This is an optimization exercise on Yosys and OpenROAD, whose aim is small area and few clock cycles per item, not a production implementation. Function was checked by simulation only, so behaviour that the tests miss may differ from the original.

==> flow/design.v, too long to show whole: its modules and the start of the top module <==
// module str_dot_top: 1532 lines
// module str_fa: 10 lines
module str_dot_top (
    input  logic               clk,
    input  logic               rst,
    input  logic [63:0]        in_a,
    input  logic [63:0]        in_b,
    input  logic               in_last,
    input  logic               in_valid,
    output logic               in_ready,
    output logic signed [14:0] out_dot,
    output logic signed [10:0] out_sum,
    output logic               out_last,
    output logic               out_valid,
    input  logic               out_ready
);
  // ...
==> flow/run.sh <==
#!/bin/bash
# synth_recipe.tcl (not shown) runs the flow's synth.tcl, then flattens the netlist and writes it again
# the make line also repeats each setting of config.mk as NAME=value (left out here)
make -C /OpenROAD-flow-scripts/flow DESIGN_CONFIG=/design/flow/config.mk WORK_HOME=/design/flow/orfs CLKGATE_MAP_FILE= SYNTH_SCRIPT=/design/flow/synth_recipe.tcl finish
==> flow/config.mk <==
export PLATFORM = sky130hd
export DESIGN_NAME = str_dot_top
export DESIGN_NICKNAME = str_dot_top
export VERILOG_FILES = /design/flow/design.v
export SDC_FILE = /design/flow/constraint.sdc
export NUM_CORES = 4
export LEC_CHECK = 0
export CAP_MARGIN = 20
export CORE_MARGIN = 2
export CORE_UTILIZATION = 40
export PLACE_DENSITY = 0.6
export SLEW_MARGIN = 20
export SYNTH_HIERARCHICAL = 1
==> flow/constraint.sdc <==
create_clock -name core_clock -period 6.0 [get_ports {clk}]
set_input_delay 1.2000 -clock core_clock [delete_from_list [all_inputs] [get_ports {clk}]]
set_output_delay 1.2000 -clock core_clock [all_outputs]
set_load 0.01 [all_outputs]
==> notes.md, run 1 <==
router iterations before antenna repair 8; wirelength, routed 60,380 µm; Hold Crit Endpoint out_last; Max H-tree Level 2; # Taps 468; CTS tree built; XOR/XNOR Fraction of Synth Area 0.6457%; highest routed layer met4; die area 38,860 µm²; SO Faults setup timing; Adder-Cell Fraction of Synth Area 69.47%; Crit Reg-Reg Startpoint out_valid; core area 36,700 µm²; ANT nets after route 0; FF/Latch Area 1491 µm²; Layout non-clock buf frac 20.55%; Post-Route Utilization 54.44%; Max Clock Freq 164.8 MHz; nets 2,283; Routability Congestion 0.9903; Gate Count Post-Synth 1,266; number of global-route vias before repair 12.90k; Synth area leader fa_1; final setup fails 1; Synthesized Nets 1,925; commonest non-fill, non-tap cell in the layout nand2_1; Die H 197.1 µm; clock network area share 0.7954%; outcome failed layout checks; Max stage delay on crit path 620 ps; capture point of the critical path dot_d_q[12]; final worst-path setup slack -67.36 ps; Crit path max-delay family adder cells; IO Pins 162; CTS-repair resized insts 190; Synth top cells by count fa_1, nand2_1, and2_1; Longest Clk Path Bufs 2; RSZ-0062 raised after global routing yes; Hold Fails Final Rpt 0; Final Skew 4.001 ps; Seq/total area 7.465%
Testbench counts, summed over its fixed seeds: cycles 2,056, items 2,048.
==> inputs of run 2 (changes only) <==
--- a/flow/config.mk
+++ b/flow/config.mk
@@ -10,2 +10,3 @@
 export CORE_UTILIZATION = 40
+export GPL_TIMING_DRIVEN = 0
 export PLACE_DENSITY = 0.6
==> run 2 against run 1 <==
Net effect:
- the run now finishes clean
- largest cell class unchanged
- fmax rose by 2.0%
- first-iteration DRC count down 14%
- register-to-register slack improved by 60 ps
- critical endpoint unchanged
- critical path depth is 1 lower
- critical path type unchanged
- final cell count fell by 9.0%
==> notes.md, run 2 <==
outcome finished clean; Max Clock Freq 168.0 MHz (+2.0%); synth top area cells fa_1, nand2_1, edfxtp_1, and2_1, ha_1; GRT Overall Usage 30.25%; Synth warnings 7; Largest Register dot_d_q; Startpoint Class primary input; fraction of layout cells with a size suffix above 1 19.64%; max-cap violations 0; Worst setup EP type register; period utilisation layout 99.18%; Design Area, Final 17,520 µm²; Critical Path AT 5990 ps; Num CTS Buffers 5; Hold Crit Endpoint out_valid; Final Critical Period 5951 ps; commonest non-fill, non-tap cell in the layout fa_1; hold-critical path depth 2; ANT nets after route 0 (unchanged); Placement Cell Area 16,810 µm²; hpwl dp 44,310 µm; Hold Startpoint out_valid; Synthesized Nets 1,925 (unchanged); DR vias 11.01k; ys async rst share 0%; Via density 5.779; drt initial violations 868; DR WL/cell 29.33 µm; Crit Reg-Reg Startpoint out_valid; Routability Congestion 0.9733 (-1.7%); final slew viol count 0; Worst-Skew Late Latency 290 ps; kind of critical path primary input to register; Synth area leader fa_1; HP Class register to register; pin slew with the least headroom to its limit 730.0 ps; Hold Fails Final Rpt 0 (unchanged); global-route wire length before repair 82,210 µm; port bufs 129; clk sink count 50; crit path cell chain buf_2, nand2_1, fa_1, fa_2, fa_2, fa_2, fa_2, fa_2, fa_1, fa_2, fa_1; Root Driver clkbuf_16; final worst-path setup slack 48.95 ps (+116.3 ps); Setup WS pre-CTS -1357 ps; Critical-path top delay cell fa_2; DR DRC count 0; Longest Clk Path Bufs 2 (unchanged); nets 2,095 (-8.2%); clock slew at reported path FFs 70 ps; Gate Count Post-Synth 1,266 (unchanged); syn avg cell area 11.79 µm²; Initial Util 40.66%; post-synth cell types 42; Synth top cells by count fa_1, nand2_1, and2_1; Chip Width 197.1 µm; core area 36,700 µm² (unchanged); post-synthesis sequential area ratio 9.996%; CP bufs+invs 1; Layout Area Growth over Synthesis 17.43%; Row Count 70; FF+latch count, synth 50; Top FF cell, synth edfxtp_1; Max stage delay on crit path 610 ps (about the same); GRT overflow 0; crit path max fanout 9; most frequent cells in the layout fa_1, nand2_1, fa_2; Post-synth EDFFs 49; Hold Buf Count CTS 0; CP most frequent cell fa_2; total negative slack 0 ps; largest net degree at the start of global routing 52; R2R Setup Slk 4720 ps; Max H-tree Level 2 (unchanged); R2R Path End sum_d_q[8]; number of global-route vias before repair 12.53k (-2.8%); die area 38,860 µm² (unchanged); Regs by FF count dot_d_q x37, sum_d_q x11; router iterations before antenna repair 5 (-3); Crit path max-delay family adder cells; most common cell in the synthesized netlist fa_1; final setup fails 0 (-1); RSZ-0062 raised after global routing yes; share of the synthesized area in the top cell type 67.62%; Req. time, crit path 6040 ps; FF-to-FF path depth 1; CTS tree built; Post-Syn Area 14,920 µm²; Final Skew 4.001 ps (-0.0007800 ps); Slew HR 51.33%; initial antenna violation count 1; IO Pins 162 (unchanged); max FFs per register 37; Die H 197.1 µm (unchanged); wirelength, routed 55,870 µm (-7.5%)
## run 2: cell count changes in the layout (fill, tap and decap cells not counted), sizes merged
cell / previous run / this run
clkdlybuf4s15: 9 / 4
dlymetal6s2s: 63 / 7
diode: 2 / 1
clkbuf: 39 / 72
dlygate4sd2: 14 / 1
clkdlybuf4s50: 38 / 30
buf: 261 / 122
## run 2: area by class of cell
cell class / instances / area (µm²)
fill: 3322 / 19180
multi-input combinational: 1111 / 13290
sequential: 50 / 1491
timing repair buffer: 167 / 1252
buffer: 64 / 598.1
tap: 468 / 585.6
inverter: 37 / 138.9
clock buffer: 5 / 125.1
clock inverter: 2 / 38.79
antenna: 1 / 2.502
## run 2: cell families (layout without fill, tap and decap cells)
group           Yosys count  after routing  synth area share [%]
compound gates           33             33                 1.719
fa+ha+maj               526            526                 69.47
xor+xnor                 11             11                0.6457
buf+inv                 105            275                 2.725
mux                       3              3                0.2013
flops                    50             50                 9.996
other cells               0              1                     0
simple gates            538            538                 15.25
## run 2: worst max-delay path by stage
stage	start	to	cells after the start
finish	in_a[35]	dot_d_q[12]	11
global route	dot_d_q[4]	out_dot[11]	13
CTS	in_b[1]	dot_d_q[12]	11
detailed placement	in_a[12]	dot_d_q[12]	12
global placement	in_a[12]	dot_d_q[12]	12
floorplan	in_a[20]	dot_d_q[12]	11
## run 2: routing by layer
layer  share of wire (%)  GRT usage [%]
met2                  44          45.22
met4                 5.5          13.00
met1                  39          40.87
met3                  12          9.664
met5               0.016              0
## run 2: repair_timing
action,4_1_cts,5_1_grt
resized for setup,531,161
pin swaps,47,45
setup endpoints to repair,31,16
buffers inserted,34,4
## run 2: Yosys stat by module, one instance, submodules excluded
module	copies in the design	area, µm²	cells
str_dot_top	1	5311	786
str_fa	480	20.02	1
## run 2: stage by stage
step           util (%)  std cells  hold WS, ps
6_report          47.75       1905         1047
5_1_grt           47.74       1904         1172
4_1_cts           47.52       1900         1107
3_5_place_dp      45.80       1863         1090
3_3_place_gp      45.78       1863         1751
2_1_floorplan         -       1266         1269
==> inputs of run 3 (changes only) <==
==> flow/flow/run.sh (new file) <==
#!/bin/bash
# Standard ORFS layout (the standard.sh, unchanged synthesis), with the port
# buffers made from the smallest plain buffer instead of the default choice.
set -euo pipefail
bash standard.sh BUFFER_PORTS_ARGS="-buffer_cell sky130_fd_sc_hd__buf_2" finish > flow.log 2>&1
==> flow/standard.sh (new file) <==
#!/bin/bash
# synth_recipe.tcl (not shown) runs the flow's synth.tcl, then flattens the netlist and writes it again
# the make line also repeats each setting of config.mk as NAME=value (left out here)
make -C /OpenROAD-flow-scripts/flow DESIGN_CONFIG=/design/flow/config.mk WORK_HOME=/design/flow/orfs CLKGATE_MAP_FILE= SYNTH_SCRIPT=/design/flow/synth_recipe.tcl "${@:-finish}"
--- a/flow/config.mk
+++ b/flow/config.mk
@@ -9,5 +9,7 @@
 export CORE_MARGIN = 2
-export CORE_UTILIZATION = 40
+export CORE_UTILIZATION = 60
+export CTS_BUF_LIST = sky130_fd_sc_hd__clkbuf_8
 export GPL_TIMING_DRIVEN = 0
-export PLACE_DENSITY = 0.6
+export PLACE_DENSITY = 0.7
+export SETUP_SLACK_MARGIN = 0.1
 export SLEW_MARGIN = 20
removed: flow/run.sh
==> run 3 against run 2 <==
Net effect:
- utilization grew 22 points
- critical path type unchanged
- still clean
- fmax up 1.2%
- first-iteration DRC count rose by 59%
==> notes.md, run 3 <==
outcome finished clean; met3 wire len 7998 µm (+23%); hpwl dp 41,890 µm (-5.5%); Crit Reg-Reg Startpoint out_valid; Hold Fails Final Rpt 0 (unchanged); Synth warnings 7 (unchanged); FF-to-FF path depth 1 (unchanged); Synth area leader fa_1; DR vias 11.15k (+1.3%); Max stage delay on crit path 620 ps (about the same); DR DRC count 0 (unchanged); most common cell in the synthesized netlist fa_1; Req. time, crit path 6050 ps (about the same); Placed Cells 1,719 (-7.7%); Gate Count Post-Synth 1,266 (unchanged); total negative slack 0 ps (unchanged); port bufs 129 (unchanged); Chip Width 161.7 µm (-18%); Worst-Skew Late Latency 310 ps (+20 ps); R2R Setup Slk 4760 ps (+40 ps); Crit path max-delay family adder cells; Routability Congestion 1.034 (+6.2%); pin slew with the least headroom to its limit 688.4 ps (-41.59 ps); max FFs per register 37 (unchanged); capture point of the critical path dot_d_q[12]; Setup WS pre-CTS -662.1 ps (+695.3 ps); HP Class register to register; global-route wire length before repair 77,160 µm (-6.1%); core area 24,390 µm² (-34%); Final Critical Period 5882 ps (-69.04 ps); nets 2,061 (-1.6%); FF/Latch Area 1491 µm² (unchanged); clk sink count 50 (unchanged); area of the multi-input gates 13,240 µm² (-0.36%); final slew viol count 0 (unchanged); Hold Startpoint out_valid; CTS tree built; kind of critical path primary input to register; GRT Overall Usage 42.57% (+12 points); FF+latch count, synth 50 (unchanged); Initial Util 61.17% (+21 points); Critical-path top delay cell fa_2; final worst-path setup slack 118.0 ps (+69.04 ps); CP bufs+invs 2 (+1); Die H 161.7 µm (-18%); router iterations before antenna repair 5 (unchanged); period utilisation layout 98.03% (-1.2 points); wire length on met2 22,880 µm (-7.3%); IO Pins 162 (unchanged); initial antenna violation count 0 (-1); Non-Filler Instances 1,727 (-9.3%); RSZ-0062 raised after global routing yes; fill count 1,849 (-44%); crit path max fanout 5 (-4); Longest Clk Path Bufs 2 (unchanged); Layout Area Growth over Synthesis 13.27%; Max Clock Freq 170.0 MHz (+1.2%); synth top area cells fa_1, nand2_1, edfxtp_1, and2_1, ha_1; CP most frequent cell fa_2; Crit path depth 12 (+1); Critical Path AT 5930 ps (-60 ps); fraction of layout cells with a size suffix above 1 20.10% (+0.46 points); Post-synth EDFFs 49 (unchanged); GRT overflow 0 (unchanged); syn avg cell area 11.79 µm² (unchanged); Regs by FF count dot_d_q x37, sum_d_q x11; max-cap violations 0 (unchanged); highest routed layer met4; final setup fails 0 (unchanged); Via density 6.455 (+12%); Largest Register dot_d_q; ys async rst share 0% (unchanged); DR WL/cell 30.58 µm (+4.3%); crit path cell chain buf_2, clkbuf_16, nand2_1, fa_2, fa_2, fa_2, fa_2, fa_2, fa_1, fa_1, fa_2, fa_1; Max H-tree Level 2 (unchanged); die area 26,150 µm² (-33%); Root Driver clkbuf_8; clock slew at reported path FFs 90 ps (+20 ps); wirelength, routed 52,810 µm (-5.5%); Startpoint Class primary input; commonest non-fill, non-tap cell in the layout fa_1; Final Skew 5.051 ps (+1.051 ps); post-synth cell types 42 (unchanged); Row Count 57 (-19%); Slew HR 54.10% (+2.8 points); drt initial violations 1,382 (+59%); Hold WS 1034 ps (-13.54 ps); post-synthesis sequential area ratio 9.996% (unchanged); CP Launch Point in_a[36]; share of the synthesized area in the top cell type 67.62% (unchanged); Met1 Wirelength 17,590 µm (-19%); Worst setup EP type register; Inserted Diodes 0 (-1); number of global-route vias before repair 12.34k (-1.5%); most frequent cells in the layout fa_1, nand2_1, buf_4; R2R Path End dot_d_q[33]; largest net degree at the start of global routing 52 (unchanged); Synth top cells by count fa_1, nand2_1, and2_1; Num CTS Buffers 5 (unchanged); Post-Syn Area 14,920 µm² (unchanged); Synthesized Nets 1,925 (unchanged); ANT nets after route 0 (unchanged); Top FF cell, synth edfxtp_1
[run 3: routing by layer]
layer,vias to the layer above,track usage (%)
met4,0,26.03
met3,220,15.50
met1,5703,56.09
li1,4144,-
met2,1080,61.36
met5,-,0
[run 3: final cells by class]
class / count / share of cell area (%)
Multi-Input combinational cell: 1111 / 78.35
Inverter: 37 / 0.8218
Clock inverter: 3 / 0.07404
Clock buffer: 5 / 0.4072
Tap cell: 324 / 2.399
Sequential cell: 50 / 8.825
Timing Repair Buffer: 145 / 5.656
Buffer: 52 / 3.465
[run 3: worst min-delay path by stage]
stage                            to  cells past startpoint  slack [ps]
after global placement    out_valid                      2        1360
after CTS                 out_valid                      2        1030
after global routing      out_valid                      2        1020
after floorplan           out_valid                      1        1270
after detailed placement  out_valid                      2        1050
final                     out_valid                      2        1030
[run 3: tightest hold or removal path, delay by kind of cell, from the launching register on]
kind	cells	cell delay, ps
AOI/OAI and AO/OA	1	150
DFF	1	340
and+or+nand+nor	1	500
[run 3: through the flow]
step           cell area (µm²)  utilization, %
2_1_floorplan            14960               -
3_3_place_gp             16010           65.65
3_5_place_dp             16020           65.68
4_1_cts                  16760           68.72
5_1_grt                  16900           69.29
6_report                 16900           69.29
[run 3: per-module statistics from Yosys, one instance, submodules excluded]
module       area [µm²]  cells  flip-flops and latches
str_dot_top        5311    786                      50
str_fa            20.02      1                       0
[run 3: cells by family (layout without fill, tap and decap cells)]
logic type               Yosys count  in the layout  synth area share (%)
AO/OA/AOI/OAI                     33             33                 1.719
XOR/XNOR                          11             11                0.6457
adder cells (fa/ha/maj)          526            526                 69.47
buffers and inverters            105            242                 2.725
flip-flops                        50             50                 9.996
multiplexers                       3              3                0.2013
AND/OR/NAND/NOR                  538            538                 15.25
[run 3: timing repair]
action / 4_1_cts / 5_1_grt
gates resized for setup: 174 / 64
buffers inserted: 15 / 1
endpoints found under the setup margin: 15 / 10
pin swaps: 28 / 29
hold buffers: 0 / 0
==> inputs of run 4 (changes only) <==
--- a/flow/config.mk
+++ b/flow/config.mk
@@ -9,7 +9,9 @@
 export CORE_MARGIN = 2
-export CORE_UTILIZATION = 60
+export CORE_UTILIZATION = 70
 export CTS_BUF_LIST = sky130_fd_sc_hd__clkbuf_8
+export CTS_CLUSTER_DIAMETER = 100
+export CTS_CLUSTER_SIZE = 30
 export GPL_TIMING_DRIVEN = 0
-export PLACE_DENSITY = 0.7
-export SETUP_SLACK_MARGIN = 0.1
+export PLACE_DENSITY = 0.8
+export SETUP_SLACK_MARGIN = 0.05
 export SLEW_MARGIN = 20
==> run 4 against run 3 <==
Net effect:
- still clean on timing, DRC and antenna
- fmax is 1.3% lower
- via count rose by 2.6%
- worst setup slack got worse by 76 ps
- largest cell class unchanged
- highest routed layer is now met5
==> notes.md, run 4 <==
clk sink count 50 (unchanged); ys async rst share 0% (unchanged); Slew HR 51.64% (-2.5 points); wirelength, routed 53,000 µm (+0.35%); Non-Filler Instances 1,649 (-4.5%); Crit path max-delay family adder cells; Post-Route Utilization 77.60% (+8.3 points); Post-Syn Area 14,920 µm² (unchanged); Max Clock Freq 167.8 MHz (-1.3%); synth top area cells fa_1, nand2_1, edfxtp_1, and2_1, ha_1; max-cap violations 0 (unchanged); pin slew with the least headroom to its limit 725.5 ps (+37.03 ps); crit path max fanout 8 (+3); Setup WS pre-CTS -884.0 ps (-221.9 ps); drt initial violations 1,495 (+8.2%); kind of critical path primary input to register; crit path cell chain buf_2, nand2_1, fa_1, fa_1, fa_1, fa_1, fa_1, fa_1, fa_1, fa_2, fa_1; Gate Count Post-Synth 1,266 (unchanged); DR DRC count 0 (unchanged); DR vias 11.44k (+2.6%); most common cell in the synthesized netlist fa_1; port bufs 129 (unchanged); Critical-path top delay cell fa_2; Synth warnings 7 (unchanged); CTS tree built; CP bufs+invs 1 (-1); Via density 6.936 (+7.5%); most frequent cells in the layout fa_1, nand2_1, buf_2; Regs by FF count dot_d_q x37, sum_d_q x11; Startpoint Class primary input; FF+latch count, synth 50 (unchanged); Hold Buf Count CTS 0 (unchanged); fraction of layout cells with a size suffix above 1 14.42% (-5.7 points); max FFs per register 37 (unchanged); final worst-path setup slack 41.69 ps (-76.30 ps); Hold Fails Final Rpt 0 (unchanged); Worst-Skew Late Latency 320 ps (about the same); RSZ-0062 raised after global routing yes; core area 20,960 µm² (-14%); Synth top cells by count fa_1, nand2_1, and2_1; HP Class primary input to register; die area 22,500 µm² (-14%); R2R Setup Slk 4710 ps (-50 ps); DR WL/cell 32.14 µm (+5.1%); Req. time, crit path 6070 ps (+20 ps); Chip Width 150.0 µm (-7.2%); CP most frequent cell fa_1; Post-CTS Setup Bufs 0 (-15); fill count 1,328 (-28%); total negative slack 0 ps (unchanged); Synthesized Nets 1,925 (unchanged); Row Count 53 (-7.0%); post-synthesis sequential area ratio 9.996% (unchanged); outcome finished clean; Root Driver clkbuf_8; global-route wire length before repair 77,800 µm (+0.83%); clock slew at reported path FFs 100 ps (about the same); syn avg cell area 11.79 µm² (unchanged); Design Area, Final 16,260 µm² (-3.8%); Routability Congestion 1.039 (+0.52%); largest net degree at the start of global routing 52 (unchanged); post-synth cell types 42 (unchanged); period utilisation layout 99.31% (+1.3 points); Top FF cell, synth edfxtp_1; Post-synth EDFFs 49 (unchanged); final setup fails 0 (unchanged); Longest Clk Path Bufs 2 (unchanged); number of global-route vias before repair 12.95k (+4.9%); Placed Cells 1,670 (-2.9%); Initial Util 71.20% (+10 points); Num CTS Buffers 5 (unchanged); hpwl dp 41,660 µm (-0.56%); GRT Overall Usage 50.67% (+8.1 points); Critical Path AT 6030 ps (+100 ps); initial antenna violation count 2 (+2); Worst setup EP type register; Final Skew 7.491 ps (+2.439 ps); commonest non-fill, non-tap cell in the layout fa_1; Largest Register dot_d_q; IO Pins 162 (unchanged); Die H 150.0 µm (-7.2%); Max stage delay on crit path 600 ps (-20 ps); GRT overflow 0 (unchanged); Layout Area Growth over Synthesis 8.989%; nets 2,031 (-1.5%); Synth area leader fa_1; Placement Cell Area 15,930 µm² (-0.59%); final slew viol count 0 (unchanged); Final Critical Period 5958 ps (+76.30 ps); router iterations before antenna repair 11 (+6); ANT nets after route 0 (unchanged); Hold WS 1028 ps (-5.980 ps); share of the synthesized area in the top cell type 67.62% (unchanged); Max H-tree Level 2 (unchanged)
run 4: cell types whose count changed in the layout (fill, tap and decap cells not counted), sizes merged:
cell,previous run,this run
inv,38,37
bufinv,0,1
clkinv,2,0
diode,0,1
clkinvlp,0,2
clkbuf,49,75
buf,153,97
run 4: path summary, 6_finish.rpt:
check,startpoint,endpoint,cells past startpoint
setup / recovery,in_b[52],dot_d_q[12],11
hold / removal,rst,out_valid,2
setup reg to reg,out_valid,sum_d_q[9],1
hold reg to reg,out_valid,out_valid,2
run 4: cell type report:
| cell class | instances | area, µm² | area share, % |
|---|---|---|---|
| Multi-Input combinational cell | 1111 | 13100 | 80.53 |
| Sequential cell | 50 | 1491 | 9.171 |
| Timing Repair Buffer | 129 | 842.1 | 5.178 |
| Tap cell | 275 | 344.1 | 2.116 |
| Buffer | 38 | 232.7 | 1.431 |
| Inverter | 37 | 138.9 | 0.8540 |
| Clock buffer | 5 | 68.82 | 0.4232 |
| Clock inverter | 3 | 45.04 | 0.2770 |
| Antenna cell | 1 | 2.502 | 0.01539 |
run 4: Yosys stat by module, one instance, submodules excluded:
module / copies in the design / cells / flip-flops and latches / cell area [µm²]
str_dot_top: 1 / 786 / 50 / 5311
str_fa: 480 / 1 / 0 / 20.02
run 4: timing repair:
item                                    in CTS  in global routing
pin swaps                                    1                  1
gates resized for setup                     42                131
cloned                                       0                  0
endpoints found under the setup margin      21                 10
run 4: logic make-up after synthesis:
group           Yosys count  synth area share, %
buf+inv                 105                2.725
compound gates           33                1.719
xor+xnor                 11               0.6457
fa+ha+maj               526                69.47
mux                       3               0.2013
flops                    50                9.996
simple gates            538                15.25
run 4: per-layer routing:
metal	track usage (%)	share of wire (%)
met5	3.182	0.051
met4	35.61	9.5
met3	24.45	16
met2	71.05	43
met1	61.81	31
==> inputs of run 5 (changes only) <==
--- a/flow/config.mk
+++ b/flow/config.mk
@@ -11,4 +11,2 @@
 export CTS_BUF_LIST = sky130_fd_sc_hd__clkbuf_8
-export CTS_CLUSTER_DIAMETER = 100
-export CTS_CLUSTER_SIZE = 30
 export GPL_TIMING_DRIVEN = 0
==> run 5 against run 4 <==
Net effect:
- still clean
- synthesized cell count stayed put
- die area did not move
- sequential share of layout area unchanged
- routed wire length stayed put
- hold slack stayed put
- largest cell class unchanged
- highest routed layer unchanged
==> notes.md, run 5 <==
outcome finished clean; HP Class primary input to register; Startpoint Class primary input; Synthesized Nets 1,925 (unchanged); kind of critical path primary input to register; fill count 1,328 (unchanged); FF+latch count, synth 50 (unchanged); port bufs 129 (unchanged); core area 20,960 µm² (unchanged); nets 2,031 (unchanged); DR vias 11.44k (unchanged); number of global-route vias before repair 12.95k (unchanged); total negative slack 0 ps (unchanged); crit path max fanout 8 (unchanged); GRT Overall Usage 50.67% (unchanged); Longest Clk Path Bufs 2 (unchanged); router iterations before antenna repair 11 (unchanged); Worst setup EP type register; Synth top cells by count fa_1, nand2_1, and2_1; FF-to-FF path depth 1 (unchanged); R2R Setup Slk 4710 ps (about the same); post-synth cell types 42 (unchanged); largest net degree at the start of global routing 52 (unchanged); Max H-tree Level 2 (unchanged); syn avg cell area 11.79 µm² (unchanged); Placed Cells 1,670 (unchanged); Via density 6.936 (unchanged); synth top area cells fa_1, nand2_1, edfxtp_1, and2_1, ha_1; Post-CTS Setup Bufs 0 (unchanged); initial antenna violation count 2 (unchanged); Layout Area Growth over Synthesis 8.989% (unchanged); max FFs per register 37 (unchanged); Largest Register dot_d_q; Row Count 53 (unchanged); Chip Width 150.0 µm (unchanged); fraction of layout cells with a size suffix above 1 14.42% (unchanged); commonest non-fill, non-tap cell in the layout fa_1; Hold Buf Count CTS 0 (unchanged); Synth area leader fa_1; Initial Util 71.20% (unchanged); DR DRC count 0 (unchanged); Max Clock Freq 167.8 MHz (unchanged); die area 22,500 µm² (unchanged); Critical Path AT 6030 ps (about the same); M2 GR Usage 71.05% (unchanged); R2R Path End sum_d_q[9]; Crit Reg-Reg Startpoint out_valid; final slew viol count 0 (unchanged); met1 Use GR 61.81% (unchanged); Synth warnings 7 (unchanged); hpwl dp 41,660 µm (unchanged); post-synthesis sequential area ratio 9.996% (unchanged); Root Driver clkbuf_8; pin slew with the least headroom to its limit 725.5 ps (unchanged); Slew HR 51.64% (unchanged); Regs by FF count dot_d_q x37, sum_d_q x11; Num CTS Buffers 5 (unchanged); share of the synthesized area in the top cell type 67.62% (unchanged); Non-Filler Instances 1,649 (unchanged); global-route wire length before repair 77,800 µm (unchanged); clock slew at reported path FFs 100 ps (about the same); IO Pins 162 (unchanged); most frequent cells in the layout fa_1, nand2_1, buf_2; wirelength, routed 53,000 µm (unchanged); Gate Count Post-Synth 1,266 (unchanged); Die H 150.0 µm (unchanged); Final Critical Period 5958 ps (unchanged); Final Skew 7.491 ps (unchanged); Hold Startpoint rst; Routability Congestion 1.039 (unchanged); Post-Syn Area 14,920 µm² (unchanged); Req. time, crit path 6070 ps (about the same); Hold Crit Endpoint out_valid; final setup fails 0 (unchanged); drt initial violations 1,495 (unchanged); ys async rst share 0% (unchanged); busiest grt layer met2; Top FF cell, synth edfxtp_1; CTS tree built; Worst-Skew Late Latency 320 ps (about the same); max-cap violations 0 (unchanged); hold-critical path depth 2 (unchanged); GRT overflow 0 (unchanged); ANT nets after route 0 (unchanged); DR WL/cell 32.14 µm (unchanged); clk sink count 50 (unchanged); period utilisation layout 99.31% (unchanged); Post-synth EDFFs 49 (unchanged); GRT met3 Usage 24.45% (unchanged); RSZ-0062 raised after global routing yes; most common cell in the synthesized netlist fa_1; Hold Fails Final Rpt 0 (unchanged)
==> run 5: worst max-delay path by stage <==
stage / from / endpoint / slack, ps / depth (start not counted)
2_1_floorplan: in_a[12] / dot_d_q[12] / 50 / 11
3_3_place_gp: in_a[12] / dot_d_q[12] / -750 / 12
3_5_place_dp: in_a[12] / dot_d_q[12] / -880 / 12
4_1_cts: in_b[6] / dot_d_q[12] / 7 / 11
5_1_grt: in_b[54] / dot_d_q[12] / -0.07 / 11
6_report: in_b[52] / dot_d_q[12] / 40 / 11
==> run 5: per-module statistics from Yosys, one instance, submodules excluded <==
module,area [µm²],flip-flops and latches
str_fa,20.02,0
str_dot_top,5311,50
==> run 5: cell type report <==
class	count	area [µm²]	share of cell area, %
flip-flops and latches	50	1491	9.171
diodes	1	2.502	0.01539
repair buffers	129	842.1	5.178
inverters	37	138.9	0.8540
plain buffers	38	232.7	1.431
clock buffers	5	68.82	0.4232
well taps	275	344.1	2.116
multi-input cells	1111	13100	80.53
clock inverters	3	45.04	0.2770
==> run 5: cell families after synthesis <==
group | Yosys count | share of synthesized area [%]
AOI/OAI and AO/OA | 33 | 1.719
buffers and inverters | 105 | 2.725
and+or+nand+nor | 538 | 15.25
adders and majority gates | 526 | 69.47
DFF | 50 | 9.996
xor gates and xnor gates | 11 | 0.6457
muxes | 3 | 0.2013
==> run 5: critical path: stages <==
cell and delay, ps:
buf_2 270, nand2_1 140, fa_1 450, fa_1 470, fa_1 480, fa_1 440, fa_1 490, fa_1 500
fa_1 530, fa_2 600, fa_1 430
==> run 5: repair_timing <==
| item | in CTS | in global routing |
|---|---|---|
| hold endpoints to repair | 0 | 0 |
| gates resized for setup | 42 | 131 |
| endpoints found under the setup margin | 21 | 10 |
| pin swaps | 1 | 1 |
==> run 5: routing by layer <==
layer | share of wire [%] | routed length (µm)
met4 | 9.5 | 5009
met2 | 43 | 22920
met5 | 0.051 | 27
met3 | 16 | 8632
met1 | 31 | 16410
==> run 5: metrics by stage <==
step	setup slack, ps	hold WS, ps	util [%]	cell area (µm²)
2_1_floorplan	52.76	1269	-	14930
3_3_place_gp	-754.5	1354	75.97	15920
3_5_place_dp	-884.0	1083	76.00	15930
4_1_cts	6.696	1021	76.52	16030
5_1_grt	-0.07239	1029	77.59	16260
6_report	41.69	1028	77.60	16260
==> inputs of run 6 (changes only) <==
==> flow/flow/run.sh (replaced) <==
#!/bin/bash
# Standard ORFS layout (the standard.sh, unchanged synthesis), with the port
# buffers made from a small plain buffer instead of the default choice, and a
# clock tree without dummy loads.
set -euo pipefail
bash standard.sh BUFFER_PORTS_ARGS="-buffer_cell sky130_fd_sc_hd__buf_2" \
  CTS_ARGS="-sink_clustering_enable -repair_clock_nets -buf_list sky130_fd_sc_hd__clkbuf_8 -dont_use_dummy_load" \
  finish > flow.log 2>&1
==> run 6 against run 5 <==
Net effect:
- synthesized area did not move
- design area is 0.15% lower
- highest routed layer unchanged
- critical path type unchanged
==> notes.md, run 6 <==
Num CTS Buffers 5 (unchanged); syn avg cell area 11.79 µm² (unchanged); Synth area leader fa_1; crit path max fanout 8 (unchanged); Worst-Skew Late Latency 330 ps (about the same); Worst setup EP type register; GRT overflow 0 (unchanged); Longest Clk Path Bufs 2 (unchanged); Root Driver clkbuf_8; FF/Latch Area 1491 µm² (unchanged); DR vias 11.37k (-0.63%); max-cap violations 0 (unchanged); DR DRC count 0 (unchanged); Design Area, Final 16,240 µm² (-0.15%); max FFs per register 37 (unchanged); Startpoint Class primary input; Post-CTS Setup Bufs 0 (unchanged); Req. time, crit path 6050 ps (-20 ps); most common cell in the synthesized netlist fa_1; post-synth cell types 42 (unchanged); kind of critical path primary input to register; final setup fails 0 (unchanged); Regs by FF count dot_d_q x37, sum_d_q x11; fraction of layout cells with a size suffix above 1 14.31% (-0.11 points); initial antenna violation count 2 (unchanged); Synth top cells by count fa_1, nand2_1, and2_1; hpwl dp 41,660 µm (unchanged); largest net degree at the start of global routing 52 (unchanged); commonest non-fill, non-tap cell in the layout fa_1; Top FF cell, synth edfxtp_1; FF-to-FF path depth 1 (unchanged); FF+latch count, synth 50 (unchanged); final slew viol count 0 (unchanged); period utilisation layout 99.53% (+0.23 points); die area 22,500 µm² (unchanged); post-synthesis sequential area ratio 9.996% (unchanged); Crit Reg-Reg Startpoint out_valid; most frequent cells in the layout fa_1, nand2_1, buf_2; Placement Cell Area 15,930 µm² (unchanged); ANT nets after route 0 (unchanged); Critical Path AT 6030 ps (about the same); ys async rst share 0% (unchanged); outcome finished clean; R2R Path End dot_d_q[29]; drt initial violations 1,308 (-13%); synth top area cells fa_1, nand2_1, edfxtp_1, and2_1, ha_1; wirelength, routed 53,030 µm (about the same); pin slew with the least headroom to its limit 703.2 ps (-22.29 ps); core area 20,960 µm² (unchanged); Post-synth EDFFs 49 (unchanged); hold-critical path depth 2 (unchanged); HP Class primary input to register; Final Critical Period 5972 ps (+13.66 ps); fill count 1,331 (+0.23%); Post-Syn Area 14,920 µm² (unchanged); Layout Area Growth over Synthesis 8.830%; Final Skew 16.05 ps (+8.564 ps); Via density 6.893 (-0.63%); CTS tree built; Die H 150.0 µm (unchanged); Row Count 53 (unchanged); Hold Fails Final Rpt 0 (unchanged); Gate Count Post-Synth 1,266 (unchanged); Hold Buf Count CTS 0 (unchanged); GRT Overall Usage 50.58% (-0.089 points); IO Pins 162 (unchanged); Initial Util 71.20% (unchanged); Chip Width 150.0 µm (unchanged); Max Clock Freq 167.4 MHz (-0.23%); Hold Crit Endpoint out_valid; router iterations before antenna repair 5 (-6); global-route wire length before repair 77,670 µm (-0.17%); number of global-route vias before repair 12.87k (-0.59%); Post-Route Utilization 77.49% (-0.11 points); Largest Register dot_d_q; Hold Startpoint rst; Max H-tree Level 2 (unchanged); share of the synthesized area in the top cell type 67.62% (unchanged); RSZ-0062 raised after global routing yes; clk sink count 50 (unchanged); Slew HR 53.12% (+1.5 points); Routability Congestion 1.039 (unchanged); port bufs 129 (unchanged); R2R Setup Slk 4720 ps (about the same); clock slew at reported path FFs 90 ps (about the same); Synth warnings 7 (unchanged); nets 2,031 (unchanged); area of the multi-input gates 13,100 µm² (about the same); Synthesized Nets 1,925 (unchanged); DR WL/cell 32.16 µm (about the same)
[run 6: cell count changes in the layout (fill, tap and decap cells not counted), sizes merged]
| cell | delta |
|---|---|
| buf | -1 |
| diode | +3 |
| bufinv | -1 |
| clkinvlp | -2 |
| clkbuf | +1 |
[run 6: routing by layer]
metal	part of all wire, %	GRT usage (%)
met1	31	61.92
met2	43	71.26
met3	16	24.33
met4	9.4	34.72
met5	0.025	2.273
[run 6: cell families (layout without fill, tap and decap cells)]
logic type	Yosys count	count (layout)	synth area share [%]
AOI/OAI and AO/OA	33	33	1.719
muxes	3	3	0.2013
buffers and inverters	105	209	2.725
and+or+nand+nor	538	538	15.25
other	0	4	0
DFF	50	50	9.996
xor gates and xnor gates	11	11	0.6457
adders and majority gates	526	526	69.47
[run 6: layout make-up]
class / instances / share of cell area, %
inverters: 37 / 0.8553
multi-input cells: 1111 / 80.64
flip-flops and latches: 50 / 9.185
plain buffers: 38 / 1.479
well taps: 275 / 2.119
repair buffers: 129 / 5.232
diodes: 4 / 0.06164
clock buffers: 5 / 0.4238
[run 6: how the worst max path moves through the flow]
| stage | endpoint | slack, ps | cells after the start | start |
|---|---|---|---|---|
| 6_report | dot_d_q[12] | 30 | 11 | in_a[9] |
| 5_1_grt | dot_d_q[12] | -10 | 11 | in_a[9] |
| 4_1_cts | dot_d_q[12] | 0.2 | 11 | in_a[1] |
| 3_5_place_dp | dot_d_q[12] | -880 | 12 | in_a[12] |
| 3_3_place_gp | dot_d_q[12] | -750 | 12 | in_a[12] |
| 2_1_floorplan | dot_d_q[12] | 50 | 11 | in_a[12] |
[run 6: per-stage QoR]
stage	instances	worst slack (ps)	hold WS (ps)	TNS (ps)
after global placement	1670	-754.5	1354	-6056
final	1649	28.03	1042	0
after floorplan	1266	52.76	1269	0
after global routing	1645	-12.58	1044	-12.58
after detailed placement	1670	-884.0	1083	-8456
after CTS	1650	0.2225	1037	0
[run 6: repair_timing]
action,in CTS,in global routing
resized for setup,43,137
endpoints found under the hold margin,0,0
pin swaps,1,1
setup endpoints to repair,21,10
[run 6: worst max-delay path: stages]
cell	delay, ps
buf_4	210
nand2_1	120
fa_2	700
fa_1	450
fa_1	480
fa_1	440
fa_1	540
fa_1	460
fa_1	410
fa_1	510
fa_1	500
[run 6: Yosys stat by module, one instance, submodules excluded]
module | cells inside | flops+latches | area, µm² | times used
str_fa | 1 | 0 | 20.02 | 480
str_dot_top | 786 | 50 | 5311 | 1

[re-timing with driven ports]
No port has a modelled driver above. Below, the same layouts with a new extraction and two added sets of constraints. Step 1 sets driving cells, clkbuf_16 on the clock port and buf_2 on the other inputs (assumed; they add their load-dependent delay and slew). Step 2, shift: input delay + t, output delay - t, t = (earliest + latest rising clock arrival at the registers) / 2. This alone moves slack from input paths to output paths. Slacks: ideal / step 1 / step 2; pairs: ideal / step 1.
run | t (ns) | setup slack, ns | worst setup path after step 2 | latest minus earliest clock arrival (ns)
run 1 | 0.334 | -0.067 / -0.080 / -0.414 | input to register | 0.006 / 0.006
run 2 | 0.329 | 0.049 / 0.049 / -0.266 | input to register | 0.005 / 0.004
run 3 | 0.335 | 0.118 / 0.113 / -0.222 | input to register | 0.009 / 0.009
run 4 | 0.354 | 0.042 / 0.047 / -0.307 | input to register | 0.012 / 0.012
run 5 | 0.354 | 0.042 / 0.047 / -0.307 | input to register | 0.012 / 0.012
run 6 | 0.348 | 0.028 / 0.025 / -0.323 | input to register | 0.026 / 0.026
Met with ideal ports but missed after step 2: setup timing in 5 of these runs. For run 6, which loses most, drivers alone change the setup slack by -0.003 ns; drivers and shift together by -0.351 ns.
